Context: an optimization exercise on an open-source flow, tuned for small area, a short achievable clock period and few clock cycles. The choices shown serve that exercise and are no tape-out recipe.
At most, simulation tests tie the RTL to the original design; equivalence was not proved.
No functional check of the RTL was part of run 5.
Power is estimated from default activity; no workload was simulated.

==> flow/flow/run.sh <==
#!/bin/bash
# Own flow: the standard layout, with one change to synthesis (flow/map_cells.tcl inserted into
# synth_recipe.tcl after ORFS's synthesis): the RTL's gate-level blocks become the standard-cell
# netlists of flow/cells.v. Everything else, including the registers and their names, is the
# standard flow. The whole flow's output goes to own_flow.log; ORFS's per-step logs to orfs/logs.
set -euo pipefail
W=$PWD
sed -e "s#@FLOW@#$W/flow#g" "$W/flow/map_cells.tcl" > "$W/map_cells.tcl"
sed -e "/^source .*synth.tcl/r $W/map_cells.tcl" "$W/synth_recipe.tcl" > "$W/own_synth.tcl"
grep -q "cells.v" "$W/own_synth.tcl"
sed -e "s#$W/synth_recipe.tcl#$W/own_synth.tcl#g" "$W/standard.sh" > "$W/own_standard.sh"
grep -q own_synth.tcl "$W/own_standard.sh"
bash "$W/own_standard.sh" > "$W/own_flow.log" 2>&1
==> flow/standard.sh <==
#!/bin/bash
# synth_recipe.tcl (not shown) runs the flow's synth.tcl, then flattens the netlist and writes it again
# the make line also repeats each setting of config.mk as NAME=value (left out here)
make -C /OpenROAD-flow-scripts/flow DESIGN_CONFIG=/design/flow/config.mk WORK_HOME=/design/flow/orfs CLKGATE_MAP_FILE= SYNTH_SCRIPT=/design/flow/synth_recipe.tcl "${@:-finish}"
==> flow/flow/map_cells.tcl <==
# Own-flow addition to synth_recipe.tcl, run after ORFS's synthesis and before flattening: the
# RTL's gate-level blocks (ABC's mapping of them) are replaced by the standard-cell netlists in
# flow/cells.v, which have the same module names and ports. Registers are untouched.
delete prog_mem_store prog_mem_rsel prog_mem_rcol
read_verilog @FLOW@/cells.v
hierarchy -top prog_mem
==> flow/design.v <==
module prog_mem_store (
  input  logic [127:0][15:0] q,
  input  logic               keep,
  input  logic [127:0]       we,
  input  logic [15:0]        d,
  output logic [127:0][15:0] nxt
);
  for (genvar r = 0; r < 128; r++) begin : g_row
    assign nxt[r] = (q[r] & {16{keep}}) | (d & {16{we[r]}});
  end
endmodule
module prog_mem_rsel (
  input  logic [7:0]   lo_n,
  input  logic [15:0]  hi_n,
  output logic [127:0] sel
);
  for (genvar r = 0; r < 128; r++) begin : g_sel
    assign sel[r] = !(lo_n[r % 8] || hi_n[r / 8]);
  end
endmodule
module prog_mem_rcol (
  input  logic [127:0] bits,
  input  logic [127:0] sel,
  output logic         y
);
  assign y = |(bits & sel);
endmodule
module prog_mem (
  input  logic        clk,
  input  logic        reset,
  input  logic        ld_start,
  input  logic        ld_valid,
  input  logic [15:0] ld_data,
  input  logic        ld_last,
  output logic        ld_ready,
  input  logic [6:0]  cpu_addr,
  output logic [15:0] cpu_data,
  output logic        cpu_reset,
  output logic        loaded,
  output logic        err,
  output logic [6:0]  wr_ptr
);
  logic       loading_q;
  logic       loaded_q;
  logic       err_q;
  logic [6:0] wr_ptr_q;
  logic       take;
  logic       done;
  logic [127:0][15:0] mem_q;
  logic [127:0][15:0] mem_d;
  logic [127:0]       wsel;
  logic [127:0]       rsel;
  logic [7:0]         rlo_n;   
  logic [15:0]        rhi_n;   
  assign take = loading_q && ld_valid && !ld_start;
  assign done = ld_last || (wr_ptr_q == 7'd127);
  always_ff @(posedge clk or posedge reset) begin
    if (reset) begin
      loading_q <= 1'b0;
      loaded_q  <= 1'b0;
      err_q     <= 1'b0;
      wr_ptr_q  <= 7'd0;
    end else if (ld_start) begin
      loading_q <= 1'b1;
      loaded_q  <= 1'b0;
      err_q     <= 1'b0;
      wr_ptr_q  <= 7'd0;
    end else if (take) begin
      wr_ptr_q <= wr_ptr_q + 7'd1;
      if (done) begin
        loading_q <= 1'b0;
        loaded_q  <= 1'b1;
        err_q     <= !ld_last;
      end
    end
  end
  for (genvar r = 0; r < 128; r++) begin : g_wsel
    assign wsel[r] = take && (wr_ptr_q == 7'(r));
  end
  for (genvar i = 0; i < 8; i++) begin : g_rlo
    assign rlo_n[i] = cpu_addr[2:0] != 3'(i);
  end
  for (genvar i = 0; i < 16; i++) begin : g_rhi
    assign rhi_n[i] = !loaded_q || (cpu_addr[6:3] != 4'(i));
  end
  prog_mem_store u_store (.q(mem_q), .keep(!ld_start), .we(wsel), .d(ld_data), .nxt(mem_d));
  always_ff @(posedge clk) begin
    mem_q <= mem_d;
  end
  prog_mem_rsel u_rsel (.lo_n(rlo_n), .hi_n(rhi_n), .sel(rsel));
  for (genvar b = 0; b < 16; b++) begin : g_col
    logic [127:0] bits;
    for (genvar r = 0; r < 128; r++) begin : g_bit
      assign bits[r] = mem_q[r][b];
    end
    prog_mem_rcol u_rcol (.bits(bits), .sel(rsel), .y(cpu_data[b]));
  end
  assign ld_ready  = loading_q && !ld_start;
  assign cpu_reset = !loaded_q;
  assign loaded    = loaded_q;
  assign err       = err_q;
  assign wr_ptr    = wr_ptr_q;
endmodule
==> flow/constraint.sdc <==
create_clock -name core_clock -period 8.0 [get_ports {clk}]
set_input_delay 1.6000 -clock core_clock [delete_from_list [all_inputs] [get_ports {clk}]]
set_output_delay 1.6000 -clock core_clock [all_outputs]
set_load 0.01 [all_outputs]
==> flow/config.mk <==
export PLATFORM = sky130hd
export DESIGN_NAME = prog_mem
export DESIGN_NICKNAME = prog_mem
export VERILOG_FILES = /design/flow/design.v
export SDC_FILE = /design/flow/constraint.sdc
export NUM_CORES = 4
export LEC_CHECK = 0
export ABC_AREA = 1
export ABC_CLOCK_PERIOD_IN_PS = 5000
export CAP_MARGIN = 10
export CORE_MARGIN = 2
export CORE_UTILIZATION = 60
export CTS_BUF_LIST = sky130_fd_sc_hd__clkbuf_16
export CTS_CLUSTER_DIAMETER = 100
export CTS_CLUSTER_SIZE = 25
export SETUP_SLACK_MARGIN = 2.5
export SLEW_MARGIN = 10
export SYNTH_HIERARCHICAL = 1
==> flow/flow/cells.v <==
// Standard-cell netlists of the RTL's gate-level blocks, read by map_cells.tcl in place of the
// RTL modules of the same names and ports (the layout is proved equivalent to the RTL).

// Next state of each stored bit: (q & keep) | (d & we), one a22o per bit.
module prog_mem_store (
  input  [2047:0] q,
  input           keep,
  input  [127:0]  we,
  input  [15:0]   d,
  output [2047:0] nxt
);
  genvar r, b;
  generate
    for (r = 0; r < 128; r = r + 1) begin : g_row
      for (b = 0; b < 16; b = b + 1) begin : g_bit
        sky130_fd_sc_hd__a22o_1 u_nxt (
          .A1(q[16*r+b]), .A2(keep), .B1(d[b]), .B2(we[r]), .X(nxt[16*r+b])
        );
      end
    end
  endgenerate
endmodule

// One-hot read select: a nor2 of the two active-low predecoded address halves.
module prog_mem_rsel (
  input  [7:0]   lo_n,
  input  [15:0]  hi_n,
  output [127:0] sel
);
  genvar r;
  generate
    for (r = 0; r < 128; r = r + 1) begin : g_sel
      sky130_fd_sc_hd__nor2_1 u_sel (.A(lo_n[r % 8]), .B(hi_n[r / 8]), .Y(sel[r]));
    end
  endgenerate
endmodule

// One output bit: 64 a22oi (two selected bits each, inverted), then a tree of two-input gates
// (nand2, nor2, nand2, nor2, nand2) and a final or2.
module prog_mem_rcol (
  input  [127:0] bits,
  input  [127:0] sel,
  output         y
);
  wire [63:0] l1_n;  // inverted OR of 2 bits
  wire [31:0] l2;    // OR of 4
  wire [15:0] l3_n;  // inverted OR of 8
  wire [7:0]  l4;    // OR of 16
  wire [3:0]  l5_n;  // inverted OR of 32
  wire [1:0]  l6;    // OR of 64
  genvar g;
  generate
    for (g = 0; g < 64; g = g + 1) begin : g_l1
      sky130_fd_sc_hd__a22oi_1 u (
        .A1(bits[2*g]), .A2(sel[2*g]), .B1(bits[2*g+1]), .B2(sel[2*g+1]), .Y(l1_n[g])
      );
    end
    for (g = 0; g < 32; g = g + 1) begin : g_l2
      sky130_fd_sc_hd__nand2_1 u (.A(l1_n[2*g]), .B(l1_n[2*g+1]), .Y(l2[g]));
    end
    for (g = 0; g < 16; g = g + 1) begin : g_l3
      sky130_fd_sc_hd__nor2_1 u (.A(l2[2*g]), .B(l2[2*g+1]), .Y(l3_n[g]));
    end
    for (g = 0; g < 8; g = g + 1) begin : g_l4
      sky130_fd_sc_hd__nand2_1 u (.A(l3_n[2*g]), .B(l3_n[2*g+1]), .Y(l4[g]));
    end
    for (g = 0; g < 4; g = g + 1) begin : g_l5
      sky130_fd_sc_hd__nor2_2 u (.A(l4[2*g]), .B(l4[2*g+1]), .Y(l5_n[g]));
    end
    for (g = 0; g < 2; g = g + 1) begin : g_l6
      sky130_fd_sc_hd__nand2_2 u (.A(l5_n[2*g]), .B(l5_n[2*g+1]), .Y(l6[g]));
    end
  endgenerate
  sky130_fd_sc_hd__or2_2 u_out (.A(l6[0]), .B(l6[1]), .X(y));
endmodule
==> summary.md, run 1 <==
| Metric | Value |
|---|---|
| Final Cycle Share | 69.55% |
| FP Rows | 127 |
| CTS Buffer Depth | 3 |
| Skew final | 25.40 ps |
| Reg clk slew, reported paths | 90 ps |
| Drt total wl | 246.6 mm |
| # fillers | 9,167 |
| Crit-path max FO | 16 |
| # setup viols final | 0 |
| Multi-input gate area | 0.03429 mm^2 |
| Vias in the first global route | 55,910 |
| Share of layout cells above drive strength 1 | 16.27% |
| Critical Path, Cell by Cell | buf_12, clkinvlp_4, buf_6, nand3_4, buf_12, nor2_1, buf_4, a22oi_1, nand2_1, nor2_4, nand2_1, nor2_4, nand2_4, or2_2, buf_2 |
| Post-route setup TNS | 0 ps |
| Slew Limit Fails | 0 |
| DIE AREA | 0.1244 mm^2 |
| FF/Latch Area | 0.04125 mm^2 |
| Mapped Nets | 6,583 |
| Kind of critical path | in2out |
| DIE WIDTH | 352.8 um |
| RSZ-0062 raised after global routing | true |
| Vias | 61,200 |
| Outcome | no timing/DRC/antenna violations |
| Fin nets | 7,060 |
| Top Ports | 55 |
| Clock Latency Late Sink | 730 ps |
| CTS tree | done |
| Rel. slew slack | 13.54% |
| Total gr overflow | 0 |
| CP max stage delay | 300 ps |
| Worst path slowest cell | or2_2 |
| Leakage power | 33.31 nW |
| Gpl congestion | 0.8964 |
| Cell area power density | 193.7 mW/mm^2 |
| MaxCap Viol Count | 0 |
| CP Launch Type | input port |
| Finished Cell Area | 0.08393 mm^2 |
| Initial Util | 60.67% |
| Largest net degree at the start of global routing | 221 |
| Worst-margin pin slew | 1292 ps |
| Hold WC Path Type | reg2reg |
| First-pass GRT wire length | 366.1 mm |
| GRT Total Usage | 37.63% |
| Fmax | 179.7 MHz |
| Post-synthesis instance area | 0.07298 mm^2 |
| Antenna violations before repair | 6 |
| Minimum clock period | 5564 ps |
| Mapped Avg Cell Area | 11.14 um^2 |
| Final hold viol count | 0 |
| Via density | 7.073 |
| Num CTS Buffers | 92 |
| CTS sink count | 2,058 |
| Drt initial violations | 8,657 |
| H-tree Lvls | 3 |
| Antenna-violating nets left | 0 |
| Dpl cell area | 0.07768 mm^2 |
| Layout area overhead | 15.00% |
| Clock Tree Root | clkbuf_16 |
| Arr. time, crit path | 3960 ps |
| Cells after synthesis | 6,551 |
| Residual DRC count | 0 |
| Core Region | 0.1203 mm^2 |
| Drt wl/cell | 28.50 um |
| Die Y | 352.8 um |
| Worst vdd ir | 204.8 uV |
| Yosys warning count | 7 |
| I/O Buffers | 54 |
| DP HPWL | 144.8 mm |
| # hold bufs at CTS | 0 |
| Pre-antenna DRT Iters | 6 |
| Worst Setup End Kind | output port |
| Req. time, crit path | 6400 ps |
[worst paths after layout]
path                                    startpoint                      end  slack, ps  cells past startpoint
max reg2reg                wr_ptr_q[2]$_DFFE_PP0P_      mem_q[1815]$_DFF_P_       4400                      4
min reg2reg                    mem_q[1278]$_DFF_P_      mem_q[1278]$_DFF_P_        490                      1
max in group asynchronous                    reset     loaded_q$_DFFE_PP0P_       6370                      2
max                                    cpu_addr[1]             cpu_data[12]       2440                     15
min                            mem_q[1278]$_DFF_P_      mem_q[1278]$_DFF_P_        490                      1
min in group asynchronous                    reset  wr_ptr_q[0]$_DFFE_PP0P_       1220                      2
[worst max-delay path: cells and delay by family]
family / cells / cell delay, ps
buffers and inverters: 6 / 870
AOI/OAI and AO/OA: 1 / 210
and+or+nand+nor: 8 / 1220
[layout make-up]
class                           count  area share, %
Inverter                           31         0.1849
Antenna cell                        4        0.01193
Sequential cell                  2058          49.15
Multi-Input combinational cell   4447          40.86
Tap cell                         1612          2.403
Timing Repair Buffer              398          4.450
Clock inverter                      6        0.04622
Clock buffer                       97          2.892
[cell usage in the layout, fill, tap and decap left out, types with 2 or more instances in the layout]
cell type / count
ha_1: 4
buf_6: 97
or2_2: 2
inv_1: 24
nand3_2: 7
nand3_4: 14
diode_2: 4
a22oi_2: 170
nand2_2: 109
nand2_1: 566
nor2_4: 138
buf_12: 23
buf_2: 12
a22oi_1: 854
inv_2: 7
clkinvlp_4: 2
nor3_2: 16
nor2_1: 303
buf_4: 239
nor3_1: 2
buf_8: 9
dfxtp_1: 2048
dfrtp_1: 9
nor3_4: 2
nand3_1: 12
clkbuf_4: 2
nand2_4: 28
nand4_4: 15
clkbuf_16: 97
nor2_2: 133
o21ai_1: 2
or2_4: 14
inv_4: 2
a22o_1: 2048
o21ai_0: 3
clkdlybuf4s50_1: 15
[what timing repair did]
item | CTS | global route
hold endpoints to repair | 0 | 0
setup buffers | 46 | 7
pin swaps | 144 | 176
gates cloned | 12 | 7
endpoints found under the setup margin | 16 | 16
gates resized for setup | 613 | 330
[state kept, by name, summed over array words and instances (netlist names)]
name / cells
err_q: 1
loaded_q: 1
loading_q: 1
mem_q: 2048
wr_ptr_q: 7
[power breakdown]
group | total (W) | switching, W | internal [W]
Sequential | 0.0103 | 0.0000128 | 0.0102
Clock | 0.00540 | 0.00322 | 0.00218
Combinational | 0.000603 | 0.000516 | 0.0000867
Total | 0.0163 | 0.00375 | 0.0125
[through the flow]
stage | power, W | cells | hold WS (ps) | worst slack [ps] | util [%]
2_1_floorplan | 0.01066 | 6551 | 449.8 | 2028 | -
4_1_cts | 0.01624 | 8631 | 490.7 | 2452 | 68.56
5_1_grt | 0.01664 | 8650 | 497.3 | 2420 | 69.76
3_5_place_dp | 0.01103 | 8470 | 464.0 | 572.4 | 64.57
3_3_place_gp | 0.01102 | 8470 | 461.2 | 726.3 | 64.57
6_report | 0.01626 | 8653 | 487.4 | 2436 | 69.77
[metal layers]
layer	vias up	track usage, %	routed length, um
li1	27000	-	-
met2	3170	54.35	106600
met5	-	0	41
met3	436	6.589	23440
met1	30590	55.92	106300
met4	6	14.43	10290
Testbench counts, summed over its fixed seeds: cycles 16,575.
==> run 2: changes to the inputs <==
--- a/flow/config.mk
+++ b/flow/config.mk
@@ -11,8 +11,8 @@
 export CORE_MARGIN = 2
 export CORE_UTILIZATION = 60
 export CTS_BUF_LIST = sky130_fd_sc_hd__clkbuf_16
-export CTS_CLUSTER_DIAMETER = 100
-export CTS_CLUSTER_SIZE = 25
+export CTS_CLUSTER_DIAMETER = 70
+export CTS_CLUSTER_SIZE = 30
 export SETUP_SLACK_MARGIN = 2.5
 export SLEW_MARGIN = 10
 export SYNTH_HIERARCHICAL = 1
==> run 2 against run 1 <==
  * Still clean on timing, DRC and antenna
  * Fmax down 0.73%
  * Sequential cell count unchanged
  * Setup slack worse by 41 ps
  * Sequential power about the same
  * Total power up 9.1%
  * Via count grew 0.56%
  * Core utilization increased by 1.2 points
  * Highest routed layer unchanged
==> summary.md, run 2 <==
| Metric | Value |
|---|---|
| Outcome | no timing/DRC/antenna violations |
| Kind of critical path | in2out |
| Top Ports | 55 (unchanged) |
| Rel. slew slack | 11.37% (-2.2 points) |
| CP bufs+invs | 6 (unchanged) |
| Vias | 61,550 (+0.56%) |
| Yosys warning count | 7 (unchanged) |
| Final hold viol count | 0 (unchanged) |
| Die Y | 352.8 um (unchanged) |
| DIE AREA | 0.1244 mm^2 (unchanged) |
| Drt wl/cell | 28.35 um (-0.54%) |
| Fin util | 70.98% (+1.2 points) |
| GRT Total Usage | 37.72% (+0.096 points) |
| Worst path slowest cell | or2_4 |
| Skew final | 30.07 ps (+4.669 ps) |
| Arr. time, crit path | 4000 ps (+40 ps) |
| Mapped Avg Cell Area | 11.14 um^2 (unchanged) |
| MaxCap Viol Count | 0 (unchanged) |
| Largest net degree at the start of global routing | 221 (unchanged) |
| Setup crit end | cpu_data[9] |
| Crit-path max FO | 8 (-8) |
| Total gr overflow | 0 (unchanged) |
| Residual DRC count | 0 (unchanged) |
| CTS Buffer Depth | 3 (unchanged) |
| Initial Util | 60.67% (unchanged) |
| Pre-antenna DRT Iters | 8 (+2) |
| Post-route setup TNS | 0 ps (unchanged) |
| H-tree Lvls | 3 (unchanged) |
| Worst Setup End Kind | output port |
| CP max stage delay | 300 ps (about the same) |
| Clock Latency Late Sink | 780 ps (+50 ps) |
| Hold WC Path Type | reg2reg |
| Cells after synthesis | 6,551 (unchanged) |
| Req. time, crit path | 6400 ps (about the same) |
| DP HPWL | 144.8 mm (unchanged) |
| Minimum clock period | 5605 ps (+41.05 ps) |
| Via density | 7.042 (-0.44%) |
| # setup viols final | 0 (unchanged) |
| Gpl congestion | 0.8964 (unchanged) |
| Largest registers | mem_q: 2048 flops, wr_ptr_q: 7 flops |
| Drt total wl | 247.8 mm (+0.46%) |
| Reg2Reg Capture Point | mem_q[1822]$_DFF_P_ |
| Vias in the first global route | 56,130 (+0.40%) |
| First-pass GRT wire length | 367.2 mm (+0.30%) |
| Drt initial violations | 8,909 (+2.9%) |
| Antenna-violating nets left | 0 (unchanged) |
| Worst reg2reg path depth | 4 (unchanged) |
| Clock Tree Root | clkbuf_16 |
| Most frequent CP cell | buf_6 |
| DIE WIDTH | 352.8 um (unchanged) |
| RSZ-0062 raised after global routing | true |
| Crit path from | cpu_addr[1] |
| Leakage power | 33.96 nW (+1.9%) |
| Fin nets | 7,072 (+0.17%) |
| Worst-margin pin slew | 1325 ps (+32.44 ps) |
| Share of layout cells above drive strength 1 | 17.42% (+1.1 points) |
| Largest delay contributor family on the critical path | simple AND/OR/NAND/NOR gates |
| Slew Limit Fails | 0 (unchanged) |
| I/O Buffers | 54 (unchanged) |
| Final Cycle Share | 70.06% (+0.51 points) |
| Levels on crit path | 15 (unchanged) |
| Cell area power density | 207.7 mW/mm^2 (+7.2%) |
| Post-synthesis instance area | 0.07298 mm^2 (unchanged) |
| CP Launch Type | input port |
| Largest register FFs | 2,048 (unchanged) |
| Num CTS Buffers | 109 (+18%) |
| # hold bufs at CTS | 0 (unchanged) |
| Layout area overhead | 16.99% |
| Fmax | 178.4 MHz (-0.73%) |
| FP Rows | 127 (unchanged) |
| Biggest register | mem_q |
| Mapped Nets | 6,583 (unchanged) |
| CTS sink count | 2,058 (unchanged) |
| Reg clk slew, reported paths | 100 ps (about the same) |
| CTS tree | done |
| Worst vdd ir | 228.1 uV (+11%) |
| Reg-to-Reg Start | wr_ptr_q[2]$_DFFE_PP0P_ |
| R2r setup slk | 4390 ps (about the same) |
| Most frequent cells in the layout | dfxtp_1 (2,048), a22o_1 (2,048), a22oi_1 (864) |
| Critical Path, Cell by Cell | buf_12, clkinvlp_4, buf_6, nand3_4, buf_12, nor2_2, buf_6, a22oi_1, nand2_1, nor2_4, nand2_2, nor2_4, nand2_2, or2_4, buf_6 |
| Antenna violations before repair | 5 (-1) |
| Core Region | 0.1203 mm^2 (unchanged) |
==> run 2: how the worst min path moves through the flow <==
stage,cells past startpoint,end,startpoint
final,1,mem_q[1564]$_DFF_P_,mem_q[1564]$_DFF_P_
after global routing,1,mem_q[1199]$_DFF_P_,mem_q[1199]$_DFF_P_
after CTS,1,mem_q[1152]$_DFF_P_,mem_q[1152]$_DFF_P_
after detailed placement,1,mem_q[1219]$_DFF_P_,mem_q[1219]$_DFF_P_
after global placement,1,mem_q[489]$_DFF_P_,mem_q[489]$_DFF_P_
after floorplan,1,mem_q[0]$_DFF_P_,mem_q[0]$_DFF_P_
==> run 2: power by group <==
group          leakage [nW]  internal, W  switching [W]  total, W
combinational          15.4    0.0000855       0.000518  0.000603
clock                  1.92      0.00293        0.00394   0.00687
sequential             16.6       0.0103      0.0000131    0.0103
total                  34.0       0.0133        0.00447    0.0177
==> run 2: final cells by class <==
type,count,area (um^2)
inverter,31,155.1
antenna,2,5.005
timing repair buffer,393,3652
clock buffer,109,2728
multi-input combinational,4447,34330
tap,1612,2017
sequential,2058,41250
fill,9011,34910
clock inverter,88,1241
==> run 2: repair_timing <==
| action | 4_1_cts | 5_1_grt |
|---|---|---|
| buffers inserted | 35 | 13 |
| pin swaps | 143 | 202 |
| setup endpoints to repair | 16 | 16 |
| gates cloned | 8 | 14 |
| resized for setup | 607 | 349 |
==> run 2: through the flow <==
step	total power (W)	worst slack (ps)	hold WS [ps]	instances	area, um^2
after detailed placement	0.01103	572.4	464.0	8470	77680
after floorplan	0.01066	2028	449.8	6551	73000
after global routing	0.01815	2399	499.5	8739	85370
after global placement	0.01102	726.3	461.2	8470	77670
final	0.01773	2395	487.9	8740	85380
after CTS	0.01773	2447	489.8	8710	83840
==> run 2: metal layers <==
metal,vias up,wire (um),share of wire [%],global-route usage (%)
met5,-,12,0.0048,0
met4,2,10170,4.1,14.90
met3,440,24230,9.8,6.212
met2,3268,107600,43,54.23
met1,30710,105800,43,56.36
li1,27130,-,-,-
==> run 2: worst reg2reg max path, cell delays in order, from the launching register on <==
cell and delay, ps:
dfrtp_1 720, inv_1 720, nand4_4 640, nor2_1 1210
a22o_1 270
==> run 3: changes to the inputs <==
--- a/flow/design.v
+++ b/flow/design.v
@@ -9,13 +9,13 @@
     assign nxt[r] = (q[r] & {16{keep}}) | (d & {16{we[r]}});
   end
 endmodule
-module prog_mem_rsel (
-  input  logic [7:0]   lo_n,
-  input  logic [15:0]  hi_n,
+module prog_mem_rdec (
+  input  logic [6:0]   addr,
+  input  logic         en,
   output logic [127:0] sel
 );
   for (genvar r = 0; r < 128; r++) begin : g_sel
-    assign sel[r] = !(lo_n[r % 8] || hi_n[r / 8]);
+    assign sel[r] = en && (addr == 7'(r));
   end
 endmodule
 module prog_mem_rcol (
@@ -50,8 +50,6 @@
   logic [127:0][15:0] mem_d;
   logic [127:0]       wsel;
   logic [127:0]       rsel;
-  logic [7:0]         rlo_n;   
-  logic [15:0]        rhi_n;   
   assign take = loading_q && ld_valid && !ld_start;
   assign done = ld_last || (wr_ptr_q == 7'd127);
   always_ff @(posedge clk or posedge reset) begin
@@ -77,17 +75,11 @@
   for (genvar r = 0; r < 128; r++) begin : g_wsel
     assign wsel[r] = take && (wr_ptr_q == 7'(r));
   end
-  for (genvar i = 0; i < 8; i++) begin : g_rlo
-    assign rlo_n[i] = cpu_addr[2:0] != 3'(i);
-  end
-  for (genvar i = 0; i < 16; i++) begin : g_rhi
-    assign rhi_n[i] = !loaded_q || (cpu_addr[6:3] != 4'(i));
-  end
   prog_mem_store u_store (.q(mem_q), .keep(!ld_start), .we(wsel), .d(ld_data), .nxt(mem_d));
   always_ff @(posedge clk) begin
     mem_q <= mem_d;
   end
-  prog_mem_rsel u_rsel (.lo_n(rlo_n), .hi_n(rhi_n), .sel(rsel));
+  prog_mem_rdec u_rdec (.addr(cpu_addr), .en(loaded_q), .sel(rsel));
   for (genvar b = 0; b < 16; b++) begin : g_col
     logic [127:0] bits;
     for (genvar r = 0; r < 128; r++) begin : g_bit
--- a/flow/flow/cells.v
+++ b/flow/flow/cells.v
@@ -21,16 +21,36 @@
   endgenerate
 endmodule
 
-// One-hot read select: a nor2 of the two active-low predecoded address halves.
-module prog_mem_rsel (
-  input  [7:0]   lo_n,
-  input  [15:0]  hi_n,
+// One-hot read select: inverters for the address, nand4 predecoders for the low three bits
+// (with the enable) and the high four bits, and a nor2 per row.
+module prog_mem_rdec (
+  input  [6:0]   addr,
+  input          en,
   output [127:0] sel
 );
-  genvar r;
+  wire [13:0]  lit;  // lit[2k] = !addr[k], lit[2k+1] = addr[k]
+  wire [7:0]   lo_n;
+  wire [15:0]  hi_n;
+  genvar k, i, r;
   generate
+    for (k = 0; k < 7; k = k + 1) begin : g_lit
+      sky130_fd_sc_hd__inv_2 u_inv (.A(addr[k]), .Y(lit[2*k]));
+      assign lit[2*k+1] = addr[k];
+    end
+    for (i = 0; i < 8; i = i + 1) begin : g_lo
+      sky130_fd_sc_hd__nand4_2 u_lo (
+        .A(en), .B(lit[0 + (i & 1)]), .C(lit[2 + ((i >> 1) & 1)]), .D(lit[4 + ((i >> 2) & 1)]),
+        .Y(lo_n[i])
+      );
+    end
+    for (i = 0; i < 16; i = i + 1) begin : g_hi
+      sky130_fd_sc_hd__nand4_2 u_hi (
+        .A(lit[6 + (i & 1)]), .B(lit[8 + ((i >> 1) & 1)]), .C(lit[10 + ((i >> 2) & 1)]),
+        .D(lit[12 + ((i >> 3) & 1)]), .Y(hi_n[i])
+      );
+    end
     for (r = 0; r < 128; r = r + 1) begin : g_sel
-      sky130_fd_sc_hd__nor2_1 u_sel (.A(lo_n[r % 8]), .B(hi_n[r / 8]), .Y(sel[r]));
+      sky130_fd_sc_hd__nor2_2 u_sel (.A(lo_n[r % 8]), .B(hi_n[r / 8]), .Y(sel[r]));
     end
   endgenerate
 endmodule
==> flow/flow/map_cells.tcl (replaced) <==
# Own-flow addition to synth_recipe.tcl, run after ORFS's synthesis and before flattening: the
# RTL's gate-level blocks (ABC's mapping of them) are replaced by the standard-cell netlists in
# flow/cells.v, which have the same module names and ports. Registers are untouched.
delete prog_mem_store prog_mem_rdec prog_mem_rcol
read_verilog @FLOW@/cells.v
hierarchy -top prog_mem
--- a/flow/config.mk
+++ b/flow/config.mk
@@ -11,8 +11,8 @@
 export CORE_MARGIN = 2
 export CORE_UTILIZATION = 60
 export CTS_BUF_LIST = sky130_fd_sc_hd__clkbuf_16
-export CTS_CLUSTER_DIAMETER = 70
-export CTS_CLUSTER_SIZE = 30
-export SETUP_SLACK_MARGIN = 2.5
+export CTS_CLUSTER_DIAMETER = 100
+export CTS_CLUSTER_SIZE = 25
+export SETUP_SLACK_MARGIN = 3.5
 export SLEW_MARGIN = 10
 export SYNTH_HIERARCHICAL = 1
==> run 3 against run 2 <==
  * Synthesized cell count shrank 0.18%
  * Register-to-register slack lost 170 ps
  * Setup slack gained 150 ps
  * Combinational power grew 11%
  * Core utilization grew 0.68 points
  * Die area grew 0.42%
  * Still clean on timing, DRC and antenna
  * Total power shrank 8.2%
  * Via count grew 1.0%
==> summary.md, run 3 <==
| Metric | Value |
|---|---|
| Worst vdd ir | 248.6 uV (+9.0%) |
| Met3 WL | 24.16 mm (-0.32%) |
| Core Region | 0.1216 mm^2 (+1.1%) |
| R2r setup slk | 4220 ps (-170 ps) |
| Post-Place Cells | 8,363 (-1.3%) |
| Placement Setup Slack | 419.2 ps (-153.1 ps) |
| Most frequent cells in the layout | dfxtp_1 (2,048), a22o_1 (2,048), a22oi_1 (860) |
| Initial Util | 60.29% (-0.38 points) |
| DR top layer | met5 |
| Mapped Nets | 6,571 (-0.18%) |
| Reg-to-Reg Start | loading_q$_DFFE_PP0P_ |
| Fin nets | 7,204 (+1.9%) |
| Clock share of power | 32.9% (-5.8 points) |
| Reg clk slew, reported paths | 100 ps (about the same) |
| Pre-antenna DRT Iters | 8 (unchanged) |
| Hold endpoint | mem_q[1462]$_DFF_P_ |
| Dpl cell area | 0.07714 mm^2 (-0.69%) |
| MaxCap Viol Count | 0 (unchanged) |
| DP HPWL | 144.8 mm (about the same) |
| Final hold viol count | 0 (unchanged) |
| Die Y | 353.5 um (+0.21%) |
| Clock Tree Root | clkbuf_16 |
| Non-filler instance count after layout | 8,807 (+0.77%) |
| Hold WC Path Type | reg2reg |
| CTS Buffer Depth | 3 (unchanged) |
| Num CTS Buffers | 92 (-16%) |
| # setup viols final | 0 (unchanged) |
| Mapped Avg Cell Area | 11.21 um^2 (+0.61%) |
| Yosys warning count | 7 (unchanged) |
| Seq pwr share | 63.0% (+5.1 points) |
| Share of layout cells above drive strength 1 | 19.72% (+2.3 points) |
| Kind of critical path | in2out |
| Drt total wl | 250.9 mm (+1.3%) |
| FP Rows | 128 (+0.79%) |
| Pint | 0.01250 W (-5.8%) |
| Crit-path max FO | 16 (+8) |
| Comb power frac | 4.1% (+0.7 points) |
| Reg2Reg Capture Point | mem_q[635]$_DFF_P_ |
| Layout area overhead | 18.85% |
| RSZ-0062 raised after global routing | true |
| DIE AREA | 0.1250 mm^2 (+0.42%) |
| Clock Latency Late Sink | 750 ps (-30 ps) |
| Biggest register | mem_q |
| CP max stage delay | 280 ps (-20 ps) |
| Antenna violations before repair | 1 (-4) |
| Largest delay contributor family on the critical path | simple AND/OR/NAND/NOR gates |
| Cells after synthesis | 6,539 (-0.18%) |
| Drt wl/cell | 28.49 um (+0.51%) |
| Final WS setup | 2543 ps (+147.5 ps) |
| Net Sw Frac | 23.26% (-2.0 points) |
| Largest register FFs | 2,048 (unchanged) |
| Cell area power density | 187.0 mW/mm^2 (-10%) |
| Gpl congestion | 0.8762 (-2.3%) |
| Largest registers | mem_q: 2048 flops, wr_ptr_q: 7 flops |
| CTS tree | done |
| Overall power | 0.01629 W (-8.2%) |
| First-pass GRT wire length | 374.1 mm (+1.9%) |
| I/O Buffers | 54 (unchanged) |
| Skew final | 19.88 ps (-10.20 ps) |
| Finished Cell Area | 0.08710 mm^2 (+2.0%) |
| Via density | 7.059 (+0.24%) |
| Min-delay src | mem_q[1462]$_DFF_P_ |
| H-tree Lvls | 3 (unchanged) |
| Rel. slew slack | 12.92% (+1.6 points) |
| GRT Total Usage | 38.35% (+0.63 points) |
| NetSw | 0.003787 W (-15%) |
| Leakage power | 34.43 nW (+1.4%) |
| Final Cycle Share | 68.21% (-1.8 points) |
| Worst path slowest cell | or2_4 |
| Worst-margin pin slew | 1299 ps (-25.48 ps) |
| CP Launch Type | input port |
| # diodes | 0 (-2) |
| Worst Setup End Kind | output port |
| Met2 wire length | 108.7 mm (+1.0%) |
| Post-synthesis instance area | 0.07329 mm^2 (+0.43%) |
| Post-route setup TNS | 0 ps (unchanged) |
| Slew Limit Fails | 0 (unchanged) |
| Top Ports | 55 (unchanged) |
| Worst reg2reg path depth | 5 (+1) |
| Vias | 62,170 (+1.0%) |
| Fmax | 183.2 MHz (+2.7%) |
| Drt initial violations | 8,421 (-5.5%) |
| CTS sink count | 2,058 (unchanged) |
| Antenna-violating nets left | 0 (unchanged) |
| Outcome | no timing/DRC/antenna violations |
| Minimum clock period | 5457 ps (-147.5 ps) |
| DIE WIDTH | 353.5 um (+0.21%) |
| Largest net degree at the start of global routing | 245 (+11%) |
| Critical Path, Cell by Cell | buf_12, inv_6, nand4_4, buf_6, buf_12, nor2_2, buf_6, a22oi_2, nand2_1, nor2_1, nand2_2, nor2_4, nand2_2, or2_4, buf_6 |
| Worst hold path depth | 1 (unchanged) |
| CP bufs+invs | 6 (unchanged) |
| Total gr overflow | 0 (unchanged) |
| Residual DRC count | 0 (unchanged) |
| Req. time, crit path | 6400 ps (about the same) |
| Most frequent CP cell | buf_6 |
| Vias in the first global route | 58,360 (+4.0%) |
| Arr. time, crit path | 3860 ps (-140 ps) |
| M1 WL | 105.7 mm (about the same) |
[run 3: layer usage]
metal	up-vias	global-route usage (%)
met5	-	0.03774
met4	2	17.29
met3	484	7.624
met2	3214	55.75
met1	31170	55.17
li1	27300	-
[run 3: stage by stage]
stage          utilization, %  hold WS (ps)
2_1_floorplan               -         449.8
3_3_place_gp            63.46         461.5
3_5_place_dp            63.46         464.0
4_1_cts                 70.52         488.6
5_1_grt                 71.66         497.2
6_report                71.66         487.8
[run 3: power groups by stage]
stage	sequential (W)	clock, W	combinational, W
2_1_floorplan	0.0105	0	0.000176
3_3_place_gp	0.0105	0	0.000539
3_5_place_dp	0.0105	0	0.000544
4_1_cts	0.0103	0.00538	0.000629
5_1_grt	0.0103	0.00573	0.000686
6_report	0.0103	0.00536	0.000669
[run 3: timing repair]
item | 4_1_cts | 5_1_grt
gates resized for setup | 795 | 216
setup endpoints to repair | 266 | 112
hold buffers | 0 | 0
pin swaps | 326 | 155
setup buffers | 279 | 39
cloned | 12 | 8
[run 3: how the worst max path moves through the flow]
stage           startpoint             endpoint  cells after the start
5_1_grt        cpu_addr[3]         cpu_data[12]                     14
3_5_place_dp   cpu_addr[0]          cpu_data[0]                     13
2_1_floorplan     ld_start  mem_q[1008]$_DFF_P_                      4
3_3_place_gp   cpu_addr[0]          cpu_data[0]                     13
4_1_cts        cpu_addr[0]         cpu_data[13]                     15
6_report       cpu_addr[1]          cpu_data[4]                     15
[run 3: final cells by class]
type                       count  area (um^2)
sequential                  2058        41250
multi-input combinational   4449        35060
fill                        8808        34450
timing repair buffer         540         6116
clock buffer                  94         2352
tap                         1625         2033
inverter                      31        207.7
clock inverter                10        86.33
[run 3: worst reg2reg max path, stage by stage (launching register included)]
cell,delay (ps)
dfrtp_1,500
nand2_2,240
nor2_4,680
nand4_2,920
nor2_2,1130
a22o_1,250
Testbench counts of run 3, summed over its fixed seeds: cycles 16,575.
==> run 4: changes to the inputs <==
--- a/flow/flow/cells.v
+++ b/flow/flow/cells.v
@@ -38,19 +38,19 @@
       assign lit[2*k+1] = addr[k];
     end
     for (i = 0; i < 8; i = i + 1) begin : g_lo
-      sky130_fd_sc_hd__nand4_2 u_lo (
+      sky130_fd_sc_hd__nand4_1 u_lo (
         .A(en), .B(lit[0 + (i & 1)]), .C(lit[2 + ((i >> 1) & 1)]), .D(lit[4 + ((i >> 2) & 1)]),
         .Y(lo_n[i])
       );
     end
     for (i = 0; i < 16; i = i + 1) begin : g_hi
-      sky130_fd_sc_hd__nand4_2 u_hi (
+      sky130_fd_sc_hd__nand4_1 u_hi (
         .A(lit[6 + (i & 1)]), .B(lit[8 + ((i >> 1) & 1)]), .C(lit[10 + ((i >> 2) & 1)]),
         .D(lit[12 + ((i >> 3) & 1)]), .Y(hi_n[i])
       );
     end
     for (r = 0; r < 128; r = r + 1) begin : g_sel
-      sky130_fd_sc_hd__nor2_2 u_sel (.A(lo_n[r % 8]), .B(hi_n[r / 8]), .Y(sel[r]));
+      sky130_fd_sc_hd__nor2_1 u_sel (.A(lo_n[r % 8]), .B(hi_n[r / 8]), .Y(sel[r]));
     end
   endgenerate
 endmodule
--- a/flow/config.mk
+++ b/flow/config.mk
@@ -13,6 +13,6 @@
 export CTS_BUF_LIST = sky130_fd_sc_hd__clkbuf_16
 export CTS_CLUSTER_DIAMETER = 100
 export CTS_CLUSTER_SIZE = 25
-export SETUP_SLACK_MARGIN = 3.5
+export SETUP_SLACK_MARGIN = 2.5
 export SLEW_MARGIN = 10
 export SYNTH_HIERARCHICAL = 1
==> run 4 against run 3 <==
  * Fmax decreased by 1.7%
  * Non-clock buffer count decreased by 78
  * Core utilization decreased by 1.4 points
  * Sequential cell count did not move
  * Critical endpoint is now cpu_data[7]
==> summary.md, run 4 <==
| Metric | Value |
|---|---|
| RSZ-0062 raised after global routing | true |
| Final Cycle Share | 69.42% (+1.2 points) |
| I/O Buffers | 54 (unchanged) |
| Antenna violations before repair | 4 (+3) |
| Gpl congestion | 0.8779 (+0.19%) |
| Residual DRC count | 0 (unchanged) |
| DIE WIDTH | 352.4 um (-0.32%) |
| Dpl cell area | 0.07746 mm^2 (+0.42%) |
| Worst reg2reg path depth | 5 (unchanged) |
| CTS Buffer Depth | 3 (unchanged) |
| Kind of critical path | in2out |
| Post-synthesis instance area | 0.07282 mm^2 (-0.64%) |
| Largest registers | mem_q: 2048 flops, wr_ptr_q: 7 flops |
| CP Launch Type | input port |
| GRT Total Usage | 38.68% (+0.33 points) |
| Placement Setup Slack | 746.1 ps (+326.8 ps) |
| H-tree Lvls | 3 (unchanged) |
| Yosys warning count | 7 (unchanged) |
| M1 WL | 104.5 mm (-1.1%) |
| Die Y | 352.4 um (-0.32%) |
| Drt initial violations | 8,270 (-1.8%) |
| Worst-margin pin slew | 1302 ps (+3.352 ps) |
| Drt wl/cell | 28.94 um (+1.6%) |
| Mapped Avg Cell Area | 11.14 um^2 (-0.64%) |
| Antenna-violating nets left | 0 (unchanged) |
| Met3 WL | 25.73 mm (+6.5%) |
| Crit-path max FO | 8 (-8) |
| Finished Cell Area | 0.08441 mm^2 (-3.1%) |
| Worst Setup End Kind | output port |
| Most frequent cells in the layout | dfxtp_1 (2,048), a22o_1 (2,048), a22oi_1 (879) |
| DR top layer | met5 |
| Cell area power density | 192.2 mW/mm^2 (+2.8%) |
| # setup viols final | 0 (unchanged) |
| Fin nets | 7,118 (-1.2%) |
| Layout area overhead | 15.91% |
| Skew final | 22.26 ps (+2.384 ps) |
| Pre-antenna DRT Iters | 8 (unchanged) |
| Setup crit end | cpu_data[7] |
| Top Ports | 55 (unchanged) |
| Final hold viol count | 0 (unchanged) |
| MaxCap Viol Count | 0 (unchanged) |
| Outcome | no timing/DRC/antenna violations |
| Biggest register | mem_q |
| # diodes | 0 (unchanged) |
| Crit path from | cpu_addr[0] |
| FP Rows | 127 (-0.78%) |
| Vias in the first global route | 57,640 (-1.2%) |
| CTS tree | done |
| Worst vdd ir | 194.6 uV (-22%) |
| Clock Tree Root | clkbuf_16 |
| First-pass GRT wire length | 373.8 mm (about the same) |
| Reg-to-Reg Start | loading_q$_DFFE_PP0P_ |
| Drt total wl | 251.9 mm (+0.38%) |
| Reg2Reg Capture Point | mem_q[869]$_DFF_P_ |
| Via density | 7.096 (+0.54%) |
| Fmax | 180.1 MHz (-1.7%) |
| Cells after synthesis | 6,539 (unchanged) |
| Met2 wire length | 108.7 mm (about the same) |
| Core Region | 0.1201 mm^2 (-1.2%) |
| CTS sink count | 2,058 (unchanged) |
| Req. time, crit path | 6400 ps (about the same) |
| Slew Limit Fails | 0 (unchanged) |
| Total gr overflow | 0 (unchanged) |
| Share of layout cells above drive strength 1 | 16.86% (-2.9 points) |
| Rel. slew slack | 12.85% (-0.072 points) |
| DP HPWL | 144.0 mm (-0.54%) |
| DIE AREA | 0.1242 mm^2 (-0.63%) |
| Post-route setup TNS | 0 ps (unchanged) |
| Leakage power | 33.66 nW (-2.2%) |
| Final WS setup | 2447 ps (-96.33 ps) |
| Largest register FFs | 2,048 (unchanged) |
| Clock Latency Late Sink | 720 ps (-30 ps) |
| Largest net degree at the start of global routing | 214 (-13%) |
| Mapped Nets | 6,571 (unchanged) |
| Arr. time, crit path | 3950 ps (+90 ps) |
| Num CTS Buffers | 92 (unchanged) |
| Minimum clock period | 5554 ps (+96.33 ps) |
| Vias | 61,770 (-0.64%) |
| Initial Util | 60.62% (+0.32 points) |
| Worst hold path depth | 1 (unchanged) |
| Hold WC Path Type | reg2reg |
| Reg clk slew, reported paths | 80 ps (-20 ps) |
| R2r setup slk | 4210 ps (about the same) |
==> run 4: cell types whose count changed in the layout (fill, tap and decap cells not counted), moves of 24 or more <==
cell / before / now
nor2_4: 226 / 138
buf_6: 55 / 104
buf_12: 127 / 53
nor2_1: 203 / 289
buf_4: 325 / 259
nand4_4: 24 / 0
nand4_1: 1 / 25
==> run 4: worst max-delay path, stage by stage <==
cell,delay (ps)
buf_6,90
inv_2,40
nand4_1,90
buf_6,130
buf_12,160
buf_12,150
buf_12,120
nor2_4,50
buf_6,150
a22oi_2,200
nand2_2,100
nor2_2,140
nand2_2,130
nor2_4,250
nand2_2,120
or2_4,270
buf_6,120
==> run 4: layout make-up <==
type                       count  area, um^2
multi-input combinational   4441       33890
tap                         1612        2017
clock buffer                  95        2377
timing repair buffer         462        4674
sequential                  2058       41250
fill                        9072       35720
inverter                      31       160.2
clock inverter                 5       40.04
==> run 4: repair_timing <==
| item | in CTS | in global routing |
|---|---|---|
| endpoints found under the setup margin | 16 | 16 |
| pin swaps | 212 | 183 |
| gates resized for setup | 651 | 257 |
| setup buffers | 105 | 19 |
| hold buffers | 0 | 0 |
| cloned | 20 | 6 |
==> run 4: worst min-delay path by stage <==
stage,start,endpoint,slack [ps]
finish,mem_q[643]$_DFF_P_,mem_q[643]$_DFF_P_,480
global route,mem_q[1057]$_DFF_P_,mem_q[1057]$_DFF_P_,500
CTS,mem_q[675]$_DFF_P_,mem_q[675]$_DFF_P_,490
detailed placement,mem_q[1121]$_DFF_P_,mem_q[1121]$_DFF_P_,460
global placement,mem_q[70]$_DFF_P_,mem_q[70]$_DFF_P_,460
floorplan,mem_q[0]$_DFF_P_,mem_q[0]$_DFF_P_,450
==> run 4: layer usage <==
metal,vias to the layer above,global-route usage (%)
li1,27150,-
met1,30860,55.02
met2,3229,56.39
met3,531,7.364
met4,4,18.98
met5,-,0
==> run 4: power breakdown <==
part           switching [W]  internal (W)  leakage (nW)
Sequential        0.00000917        0.0102          16.6
Clock                0.00321       0.00214          1.20
Combinational       0.000522     0.0000998          15.8
Total                0.00374        0.0125          33.7
==> run 4: stage by stage <==
step                      std cells  hold slack [ps]  utilization (%)  power (W)
after floorplan                6539            449.8                -    0.01066
after global placement         8448            461.3            64.46    0.01103
after detailed placement       8450            464.0            64.48    0.01103
after CTS                      8675            487.5            69.24    0.01622
after global routing           8704            497.1            70.26    0.01661
final                          8704            484.9            70.26    0.01622
==> run 5: changes to the inputs <==
==> flow/design.v (replaced) <==
module prog_mem (
  input  logic        clk,
  input  logic        reset,
  input  logic        ld_start,
  input  logic        ld_valid,
  input  logic [15:0] ld_data,
  input  logic        ld_last,
  output logic        ld_ready,
  input  logic [6:0]  cpu_addr,
  output logic [15:0] cpu_data,
  output logic        cpu_reset,
  output logic        loaded,
  output logic        err,
  output logic [6:0]  wr_ptr
);
  typedef enum logic [2:0] {
    IDLE    = 3'd0,
    CLEAR   = 3'd1,
    LOAD    = 3'd2,
    RELEASE = 3'd3,
    RUN     = 3'd4
  } state_t;
  state_t      state_q, state_d;
  logic [6:0]  wr_ptr_q, wr_ptr_d;
  logic        err_q, err_d;
  logic        loaded_q, loaded_d;
  logic        cpu_reset_q, cpu_reset_d;
  logic        mem_we;
  logic [15:0] mem_wdata;
  logic [15:0] mem [128];
  always_ff @(posedge clk or posedge reset) begin
    if (reset) begin
      state_q     <= IDLE;
      wr_ptr_q    <= 7'd0;
      err_q       <= 1'b0;
      loaded_q    <= 1'b0;
      cpu_reset_q <= 1'b1;
    end else begin
      state_q     <= state_d;
      wr_ptr_q    <= wr_ptr_d;
      err_q       <= err_d;
      loaded_q    <= loaded_d;
      cpu_reset_q <= cpu_reset_d;
    end
  end
  always_ff @(posedge clk) begin
    if (mem_we) begin
      mem[wr_ptr_q] <= mem_wdata;
    end
  end
  always_comb begin
    state_d   = state_q;
    wr_ptr_d  = wr_ptr_q;
    err_d     = err_q;
    mem_we    = 1'b0;
    mem_wdata = 16'h0000;
    if (ld_start) begin
      state_d  = CLEAR;
      wr_ptr_d = 7'd0;
      err_d    = 1'b0;
    end else begin
      unique case (state_q)
        IDLE: ;
        CLEAR: begin
          mem_we   = 1'b1;
          wr_ptr_d = wr_ptr_q + 7'd1;
          if (wr_ptr_q == 7'd127) begin
            state_d = LOAD;
          end
        end
        LOAD: begin
          if (ld_valid) begin
            mem_we    = 1'b1;
            mem_wdata = ld_data;
            wr_ptr_d  = wr_ptr_q + 7'd1;
            if (ld_last) begin
              state_d = RELEASE;
            end else if (wr_ptr_q == 7'd127) begin
              err_d   = 1'b1;
              state_d = RELEASE;
            end
          end
        end
        RELEASE: state_d = RUN;
        RUN:     ;
        default: state_d = IDLE;
      endcase
    end
    loaded_d    = (state_d == RUN);
    cpu_reset_d = (state_d != RUN);
  end
  assign ld_ready  = (state_q == LOAD) && !ld_start;
  assign cpu_data  = (state_q == RUN) ? mem[cpu_addr] : 16'h0000;
  assign cpu_reset = cpu_reset_q;
  assign loaded    = loaded_q;
  assign err       = err_q;
  assign wr_ptr    = wr_ptr_q;
endmodule
==> flow/run.sh (new file) <==
#!/bin/bash
# synth_recipe.tcl (not shown) runs the flow's synth.tcl, then flattens the netlist and writes it again
# the make line also repeats each setting of config.mk as NAME=value (left out here)
make -C /OpenROAD-flow-scripts/flow DESIGN_CONFIG=/design/flow/config.mk WORK_HOME=/design/flow/orfs CLKGATE_MAP_FILE= SYNTH_SCRIPT=/design/flow/synth_recipe.tcl finish
==> flow/config.mk (replaced) <==
export PLATFORM = sky130hd
export DESIGN_NAME = prog_mem
export DESIGN_NICKNAME = prog_mem
export VERILOG_FILES = /design/flow/design.v
export SDC_FILE = /design/flow/constraint.sdc
export NUM_CORES = 4
export LEC_CHECK = 0
export ABC_CLOCK_PERIOD_IN_PS = 5000
export CAP_MARGIN = 20
export CORE_MARGIN = 2
export CORE_UTILIZATION = 50
export SLEW_MARGIN = 20
removed: flow/flow/run.sh
removed: flow/flow/cells.v
removed: flow/flow/map_cells.tcl
removed: flow/standard.sh
==> run 5 against run 4 <==
  * Final cell count fell by 27%
  * Critical path type unchanged
  * Largest power group unchanged
  * Combinational power shrank 5.6%
  * First-iteration DRC count shrank 38%
  * Global-route usage shrank 13 points
  * Clock power up about 70%
  * Critical endpoint is now cpu_data[0]
  * Sequential share of layout area increased by 20 points
  * Largest cell class unchanged
  * Clock-buffer cell count increased by 171
  * Hold slack gained 17 ps
  * Routed wire length is 17% lower
==> summary.md, run 5 <==
| Metric | Value |
|---|---|
| Largest cells by area after synthesis | edfxtp_1 (77%), mux4_2 (11%), mux2i_1 (4.1%) |
| Fmax | 131.7 MHz (-27%) |
| Residual DRC count | 0 (unchanged) |
| Total gr overflow | 0 (unchanged) |
| First-pass GRT wire length | 297.9 mm (-20%) |
| Arr. time, crit path | 5990 ps (+2040 ps) |
| CTS sink count | 2,061 (+0.15%) |
| Biggest register | mem |
| Final hold viol count | 0 (unchanged) |
| Top cell type's share of synthesized area | 77.25% |
| Most common cell in the synthesized netlist | edfxtp_1 |
| Layout area overhead | 13.28% |
| Largest register FFs | 2,048 (unchanged) |
| Flops & latches, synth | 2,061 |
| Drt total wl | 210.3 mm (-17%) |
| MaxCap Viol Count | 0 (unchanged) |
| FP Rows | 146 (+15%) |
| Cells after synthesis | 3,813 (-42%) |
| Post-CTS sizing | 0 (-100%) |
| Post-synthesis instance area | 0.07961 mm^2 (+9.3%) |
| Skew final | 15.88 ps (-6.385 ps) |
| Fin nets | 4,168 (-41%) |
| Post-route setup TNS | 0 ps (unchanged) |
| Antenna violations before repair | 6 (+2) |
| Vias | 40,000 (-35%) |
| Via density | 6.280 (-12%) |
| Minimum clock period | 7594 ps (+2041 ps) |
| Most common cell after layout, fill and taps aside | edfxtp_1 |
| Mapped Avg Cell Area | 20.88 um^2 (+87%) |
| Mapped Nets | 3,842 (-42%) |
| Pre-antenna DRT Iters | 6 (-2) |
| Crit-path max FO | 60 (+52) |
| CTS tree | done |
| Worst-margin pin slew | 1194 ps (-108.9 ps) |
| Die Y | 403.0 um (+14%) |
| H-tree Lvls | 4 (+1) |
| Finished Cell Area | 0.09019 mm^2 (+6.8%) |
| Drt wl/cell | 33.01 um (+14%) |
| Clock Tree Root | clkbuf_16 |
| RSZ-0062 raised after global routing | false |
| # setup viols final | 0 (unchanged) |
| Sequential-to-total area share from yosys stat | 77.66% |
| Worst vdd ir | 239.5 uV (+23%) |
| Synth cell count leaders | edfxtp_1 (2,048), mux4_2 (379), mux2i_1 (328), a22oi_1 (191), nor2_1 (161) |
| Kind of critical path | in2out |
| CP Launch Type | input port |
| Final Cycle Share | 94.93% (+26 points) |
| Postcts setup bufs | 0 (-100%) |
| I/O Buffers | 54 (unchanged) |
| Dpl cell area | 0.08397 mm^2 (+8.4%) |
| Clock Latency Late Sink | 840 ps (+120 ps) |
| Cell area power density | 236.8 mW/mm^2 (+23%) |
| Reg clk slew, reported paths | 60 ps (-20 ps) |
| Largest registers | mem: 2048 flops, wr_ptr_q: 7 flops, state_q: 3 flops |
| Most frequent cells in the layout | edfxtp_1 (2,048), mux4_2 (379), mux2i_1 (328) |
| DIE AREA | 0.1624 mm^2 (+31%) |
| CTS Buffer Depth | 3 (unchanged) |
| Synth async-reset ratio | 0.6308% |
| Antenna-violating nets left | 0 (unchanged) |
| # hold bufs at CTS | 0 (unchanged) |
| GRT Total Usage | 26.09% (-13 points) |
| Count of cell types in the netlist | 61 |
| Req. time, crit path | 6400 ps (about the same) |
| Largest net degree at the start of global routing | 85 (-60%) |
| DIE WIDTH | 403.0 um (+14%) |
| Ys flop type | edfxtp_1 |
| Share of layout cells above drive strength 1 | 22.61% (+5.7 points) |
| Outcome | no timing/DRC/antenna violations |
| Hold WC Path Type | reg2reg |
| Top Ports | 55 (unchanged) |
| FF/Latch Area | 0.06183 mm^2 (+50%) |
| Leakage power | 32.12 nW (-4.6%) |
| Num CTS Buffers | 204 (+120%) |
| Rel. slew slack | 20.43% (+7.6 points) |
| Post-synth top area cell | edfxtp_1 |
| Multi-input gate area | 0.01674 mm^2 (-51%) |
| Gpl congestion | 0.9381 (+6.9%) |
| # fillers | 11,740 (+29%) |
| Post-synth EDFFs | 2,048 |
| Initial Util | 50.33% (-10 points) |
| Drt initial violations | 5,158 (-38%) |
| Vias in the first global route | 38,880 (-33%) |
| Yosys warning count | 1 (-6) |
| DP HPWL | 130.6 mm (-9.4%) |
| Core Region | 0.1582 mm^2 (+32%) |
| Worst Setup End Kind | output port |
| Slew Limit Fails | 0 (unchanged) |
-- run 5: metrics by stage --
stage | instances | hold WS, ps | total power (W) | setup WS (ps) | utilization, %
2_1_floorplan | 3813 | 528.5 | 0.01231 | 3009 | -
3_3_place_gp | 6004 | 488.2 | 0.01253 | 149.1 | 53.07
3_5_place_dp | 6005 | 493.3 | 0.01253 | 445.7 | 53.08
4_1_cts | 6366 | 511.2 | 0.02150 | 433.0 | 57.00
5_1_grt | 6366 | 556.4 | 0.02194 | 311.0 | 57.00
6_report | 6369 | 501.8 | 0.02136 | 405.6 | 57.01
-- run 5: where the power goes --
group / switching [W] / total (W) / internal, W / leakage [nW]
Combinational: 0.000367 / 0.000587 / 0.000220 / 7.32
Clock: 0.00391 / 0.00906 / 0.00514 / 3.04
Sequential: 0.00000740 / 0.0117 / 0.0117 / 21.8
Total: 0.00429 / 0.0214 / 0.0171 / 32.1
-- run 5: cells by family (layout without fill, tap and decap cells) --
group,after synthesis,in the layout,synth area share [%]
xor gates and xnor gates,6,6,0.06601
adders and majority gates,1,1,0.01571
muxes,718,718,15.00
buffers and inverters,223,704,1.430
other,0,3,0
and+or+nand+nor,452,452,2.681
AOI/OAI and AO/OA,352,352,3.149
DFF,2061,2061,77.66
-- run 5: layer usage --
| metal | share of wire (%) | global-route usage (%) |
|---|---|---|
| met3 | 9.6 | 5.888 |
| met2 | 46 | 39.40 |
| met5 | 0.010 | 0 |
| met1 | 42 | 38.90 |
| met4 | 2.5 | 6.590 |
-- run 5: area by class of cell --
cell class	count	share of cell area [%]
Antenna cell	3	0.008324
Clock buffer	266	5.989
Clock inverter	95	0.8948
Inverter	13	0.05411
Multi-Input combinational cell	1529	18.57
Sequential cell	2061	68.55
Tap cell	2072	2.875
Timing Repair Buffer	330	3.060
-- run 5: path summary, 6_finish.rpt --
kind	from	endpoint	slack, ps	cells past startpoint
worst min register to register	err_q$_DFFE_PP0P_	err_q$_DFFE_PP0P_	500	2
min in group asynchronous	reset	wr_ptr_q[2]$_DFFE_PP0P_	1120	2
max in group asynchronous	reset	cpu_reset_q$_DFF_PP1_	6520	2
worst max register to register	state_q[1]$_DFF_PP0_	mem[86][1]$_DFFE_PP_	4030	5
worst min-delay path	err_q$_DFFE_PP0P_	err_q$_DFFE_PP0P_	500	2
worst max-delay path	cpu_addr[0]	cpu_data[0]	410	11
-- run 5: critical path, cell delays in order --
cell,delay [ps]
buf_8,580
buf_4,410
buf_4,350
mux4_2,540
mux2_2,270
nand2_1,60
o21ai_0,160
nor4_1,860
buf_4,260
nand4_1,180
clkdlybuf4s50_1,550

separate check: timing with driven ports:
Ports are ideal in the flow. The routed layouts listed here were re-timed in OpenROAD.
Step 1, drivers: a clkbuf_16 drives clk and a buf_2 each remaining input, both assumed.
Step 2 times the ports against the registers' clock, not the clock port: input delays grow and output delays shrink by t, the midpoint of the rising clock arrivals with the driver on.
Three values: no drivers, after step 1, after step 2; two values: the first two.
run | t (ns) | setup WS [ns] | hold slack, ns | pins driven straight from the clock port
run 1 | 0.803 | 2.436 / 2.321 / 2.321 | 0.487 / 0.487 / 0.487 | 1
run 2 | 0.841 | 2.395 / 2.284 / 2.284 | 0.488 / 0.488 / 0.488 | 1
run 3 | 0.812 | 2.543 / 2.471 / 2.471 | 0.488 / 0.488 / 0.488 | 1
run 4 | 0.796 | 2.446 / 2.322 / 2.322 | 0.485 / 0.485 / 0.485 | 1
run 5 | 0.905 | 0.406 / 0.358 / 0.358 | 0.502 / 0.502 / 0.502 | 1
After both steps every run listed still meets setup and hold. The setup slack of run 4, which loses most, moves by -0.124 ns with the drivers and by -0.124 ns with both steps.
